From an optimization exercise on the open Yosys and OpenROAD flow, aimed at small area, a short achievable clock period and few clock cycles per item; shortcuts taken in it are not production practice. Function was checked by simulation only, so behaviour that the tests miss may differ from the original.

Design bpm_pos_calc, start of the top module:
module bpm_pos_calc (
    input  logic        clk,
    input  logic        rst,
    input  logic        data_valid,
    input  logic [31:0] A_IN,
    input  logic [31:0] B_IN,
    input  logic [31:0] C_IN,
    input  logic [31:0] D_IN,
    input  logic [15:0] Diameter,
    output logic [24:0] X,
    output logic [24:0] Y,
    output logic [33:0] S,
    output logic [1:0]  err,
    output logic        busy,
    output logic        rdy
);
Settings: LEC_CHECK=0, CAP_MARGIN=20, CORE_MARGIN=2, CORE_UTILIZATION=40, SLEW_MARGIN=20; clock period 13.0 ns.
standard.sh (not shown) runs the stock make flow with config.mk's settings and CLKGATE_MAP_FILE= SYNTH_SCRIPT=/design/flow/synth_recipe.tcl, a recipe that flattens the netlist after the stock synthesis.
==> flow/flow/run.sh <==
#!/bin/bash
set -euo pipefail
bash standard.sh SETUP_SLACK_MARGIN=8 "BUFFER_PORTS_ARGS=-buffer_cell sky130_fd_sc_hd__buf_2" finish > standard_make.log 2>&1
Testbench counts at the start, summed over its fixed seeds: cycles 24,000, items 960.
Rerun with:
==> flow/flow/run.sh (replaced) <==
#!/bin/bash
set -euo pipefail
bash standard.sh SETUP_SLACK_MARGIN=8 "BUFFER_PORTS_ARGS=-buffer_cell sky130_fd_sc_hd__buf_1" finish > standard_make.log 2>&1
CORE_UTILIZATION = 65   (was 40)
Result: The new run ran to the end with no violations. Routed wire length drops by 4.7%. Via count went up by 2.7%.
Rerun with:
==> flow/flow/run.sh (replaced) <==
#!/bin/bash
set -euo pipefail
bash standard.sh SETUP_SLACK_MARGIN=7 "BUFFER_PORTS_ARGS=-buffer_cell sky130_fd_sc_hd__buf_4" finish > standard_make.log 2>&1
CORE_UTILIZATION = 60   (was 65)
Outcome:
- global-route usage decreases by 3.2 points
- flip-flop and latch count is unchanged
- non-clock buffer count decreases by 28
- first-iteration DRC count decreases by 14%
- cell area is about the same
- setup slack degrades by 0.63 ns
- die area increases by 8.2%
Rerun with:
==> flow/flow/run.sh (replaced) <==
#!/bin/bash
set -euo pipefail
bash standard.sh SETUP_SLACK_MARGIN=8.25 "BUFFER_PORTS_ARGS=-buffer_cell sky130_fd_sc_hd__buf_1" finish > standard_make.log 2>&1
CORE_UTILIZATION = 55   (was 60)
Outcome: The new run ran to the end with no violations; core utilization came out lower by 4.7 points; clock skew came out higher by 0.012 ns; area after synthesis does not change; final cell count went up slightly.

## v6
The RTL this note starts from:
==> flow/design.v <==
module bpm_pos_calc (
    input  logic        clk,
    input  logic        rst,
    input  logic        data_valid,
    input  logic [31:0] A_IN,
    input  logic [31:0] B_IN,
    input  logic [31:0] C_IN,
    input  logic [31:0] D_IN,
    input  logic [15:0] Diameter,
    output logic [24:0] X,
    output logic [24:0] Y,
    output logic [33:0] S,
    output logic [1:0]  err,
    output logic        busy,
    output logic        rdy
);
    logic [31:0] a_r, c_r;
    logic [32:0] sab, scd;
    logic [24:0] kr;
    logic [32:0] rx, ry;
    logic [24:0] qx, qy;
    logic [4:0]  cnt;
    logic        fin;
    logic b24, b23;
    assign b24 = (Diameter >= 16'd33555);
    assign b23 = ((Diameter >= 16'd16778) && !b24) || (Diameter >= 16'd50332);
    logic [22:0] p125;
    logic [24:0] p500;
    assign p125 = {kr[15:0], 7'b0} - {7'b0, kr[15:0]} - {6'b0, kr[15:0], 1'b0};
    assign p500 = {p125, 2'b00};
    function automatic logic [34:0] step_r(input logic [32:0] r, input logic [31:0] a,
                                           input logic [32:0] s, input logic k);
        logic [34:0] r2, d1, d2;
        r2 = {1'b0, r, 1'b0} + {3'b0, a & {32{k}}};
        d1 = r2 - {2'b0, s};
        d2 = r2 - {1'b0, s, 1'b0};
        if (!d2[34])      step_r = {2'd2, d2[32:0]};
        else if (!d1[34]) step_r = {2'd1, d1[32:0]};
        else              step_r = {2'd0, r2[32:0]};
    endfunction
    function automatic logic [24:0] step_q(input logic [24:0] q, input logic [1:0] t);
        logic [24:0] qi;
        qi = q + 25'd1;
        step_q = t[1] ? {qi[23:0], 1'b0} : {q[23:0], t[0]};
    endfunction
    function automatic logic [24:0] fin_res(input logic [24:0] q, input logic [32:0] r,
                                            input logic [23:0] k, input logic z);
        logic [25:0] d;
        logic        up;
        d  = {1'b0, q} - {2'b0, k};
        up = d[25] && (r != 33'd0);
        fin_res = z ? 25'd0 : (d[24:0] + {24'd0, up});
    endfunction
    logic [1:0]  tx, ty;
    logic [32:0] nrx, nry;
    assign {tx, nrx} = step_r(rx, a_r, sab, kr[24]);
    assign {ty, nry} = step_r(ry, c_r, scd, kr[24]);
    always_ff @(posedge clk or posedge rst) begin
        if (rst) begin
            busy <= 1'b0;
            fin  <= 1'b0;
            rdy  <= 1'b0;
            X    <= '0;
            Y    <= '0;
            S    <= '0;
            err  <= '0;
        end else begin
            rdy <= 1'b0;
            if (!busy) begin
                busy <= data_valid;
            end else if (fin) begin
                busy <= 1'b0;
                fin  <= 1'b0;
                rdy  <= 1'b1;
                X    <= fin_res(qx, rx, kr[24:1], sab == 33'd0);
                Y    <= fin_res(qy, ry, kr[24:1], scd == 33'd0);
                S    <= {1'b0, sab} + {1'b0, scd};
                err  <= {scd == 33'd0, sab == 33'd0};
            end else if (cnt == 5'd23) begin
                fin  <= 1'b1;
            end
        end
    end
    always_ff @(posedge clk) begin
        if (!busy) begin
            a_r <= A_IN;
            c_r <= C_IN;
            sab <= {1'b0, A_IN} + {1'b0, B_IN};
            scd <= {1'b0, C_IN} + {1'b0, D_IN};
            rx  <= (b24 && B_IN != 32'd0) ? {1'b0, A_IN} : 33'd0;
            ry  <= (b24 && D_IN != 32'd0) ? {1'b0, C_IN} : 33'd0;
            qx  <= {24'd0, b24 && B_IN == 32'd0};
            qy  <= {24'd0, b24 && D_IN == 32'd0};
            kr  <= {b23, 8'd0, Diameter};
            cnt <= 5'd0;
        end else if (!fin) begin
            rx  <= nrx;
            ry  <= nry;
            qx  <= step_q(qx, tx);
            qy  <= step_q(qy, ty);
            cnt <= cnt + 5'd1;
            if (cnt == 5'd0) kr <= {p500[22:0], p500[24:23]};
            else             kr <= {kr[23:0], kr[24]};
        end
    end
endmodule
==> flow/config.mk <==
export PLATFORM = sky130hd
export DESIGN_NAME = bpm_pos_calc
export DESIGN_NICKNAME = bpm_pos_calc
export VERILOG_FILES = /design/flow/design.v
export SDC_FILE = /design/flow/constraint.sdc
export NUM_CORES = 4
export LEC_CHECK = 0
export ABC_CLOCK_PERIOD_IN_PS = 4000
export CAP_MARGIN = 20
export CORE_MARGIN = 2
export CORE_UTILIZATION = 40
export SETUP_SLACK_MARGIN = 5
export SLEW_MARGIN = 20
==> flow/constraint.sdc <==
create_clock -name core_clock -period 13.0 [get_ports {clk}]
set_input_delay 2.6000 -clock core_clock [delete_from_list [all_inputs] [get_ports {clk}]]
set_output_delay 2.6000 -clock core_clock [all_outputs]
set_load 0.01 [all_outputs]
run.sh (not shown) runs the stock make flow with config.mk's settings and CLKGATE_MAP_FILE= SYNTH_SCRIPT=/design/flow/synth_recipe.tcl, a recipe that flattens the netlist after the stock synthesis.
Stock flow here: none of the scripts above is used.
Looking at the reports, v6 completed the entire flow and the layout it produced met the timing, design-rule and antenna checks.
Testbench counts of v6, summed over its fixed seeds: cycles 24,960, items 960.
Setup changes, v6 to v46
-- flow/config.mk --
<<< v6, line 6
export NUM_CORES = 4
export LEC_CHECK = 0
export ABC_CLOCK_PERIOD_IN_PS = 4000
export CAP_MARGIN = 20
export CORE_MARGIN = 2
>>> v46, line 6
export NUM_CORES = 4
export LEC_CHECK = 0
export CAP_MARGIN = 20
export CORE_MARGIN = 2
## What came out
Re clock-buffer cell count: no difference whatsoever between v6 and v46. Total non-filler cell area in the finished layout: v6 vs v46 identical. Initial antenna violation count came out exactly the same in v46 and v6.
Modified inputs, v30 compared to v46
-- flow/config.mk --
<<< v46, line 9
export CORE_MARGIN = 2
export CORE_UTILIZATION = 40
export SETUP_SLACK_MARGIN = 5
export SLEW_MARGIN = 20
>>> v30, line 9
export CORE_MARGIN = 2
export CORE_UTILIZATION = 40
export SLEW_MARGIN = 20
Notes after the runs:
- ~same fraction of met1 tracks used by global routing in v46 and v30
- On worst-path maximum fanout, the lower figure sits with v30, not v46.
- Buffer share of cell area essentially unchanged between v30 and v46.
- Summary — first-iteration DRC count, v30 relative to v46: higher, by 4.4%.
- Status: design area parity (v30, v46)

## static timing again, ports no longer ideal
How much do the figures lean on ideal ports? The routed layouts below were timed once more, with nothing changed but the port constraints.
Step 1 sets driving cells, clkbuf_16 on the clock port and buf_2 on the other inputs (assumed; they add their load-dependent delay and slew).
Step 2 adds t to the input delays and takes it off the output delays; t is the mean of the earliest and latest rising clock arrival at the registers after step 1. Input paths then give back, and output paths get back, about the clock's delay inside the block.
Three values: ideal ports, drivers, drivers and shift; two values: the first two.
run | shift t [ns] | setup slack, ns | latest minus earliest clock arrival (ns)
the first run of note 1 | 0.673 | 7.937 / 7.979 / 7.306 | 0.046 / 0.045
the second run of note 1 | 0.654 | 7.867 / 7.897 / 7.243 | 0.029 / 0.030
the third run of note 1 | 0.657 | 7.233 / 7.265 / 6.618 | 0.015 / 0.014
the fourth run of note 1 | 0.665 | 8.055 / 8.090 / 7.425 | 0.027 / 0.027
v6 | 0.664 | 5.411 / 5.411 / 5.411 | 0.022 / 0.022
v46 | 0.664 | 5.411 / 5.411 / 5.411 | 0.022 / 0.022
v30 | 0.663 | 4.647 / 4.647 / 4.647 | 0.026 / 0.027
After both steps every run listed still meets setup and hold. For the first run of note 1, which loses most, drivers alone change the setup slack by +0.042 ns; drivers and shift together by -0.631 ns.
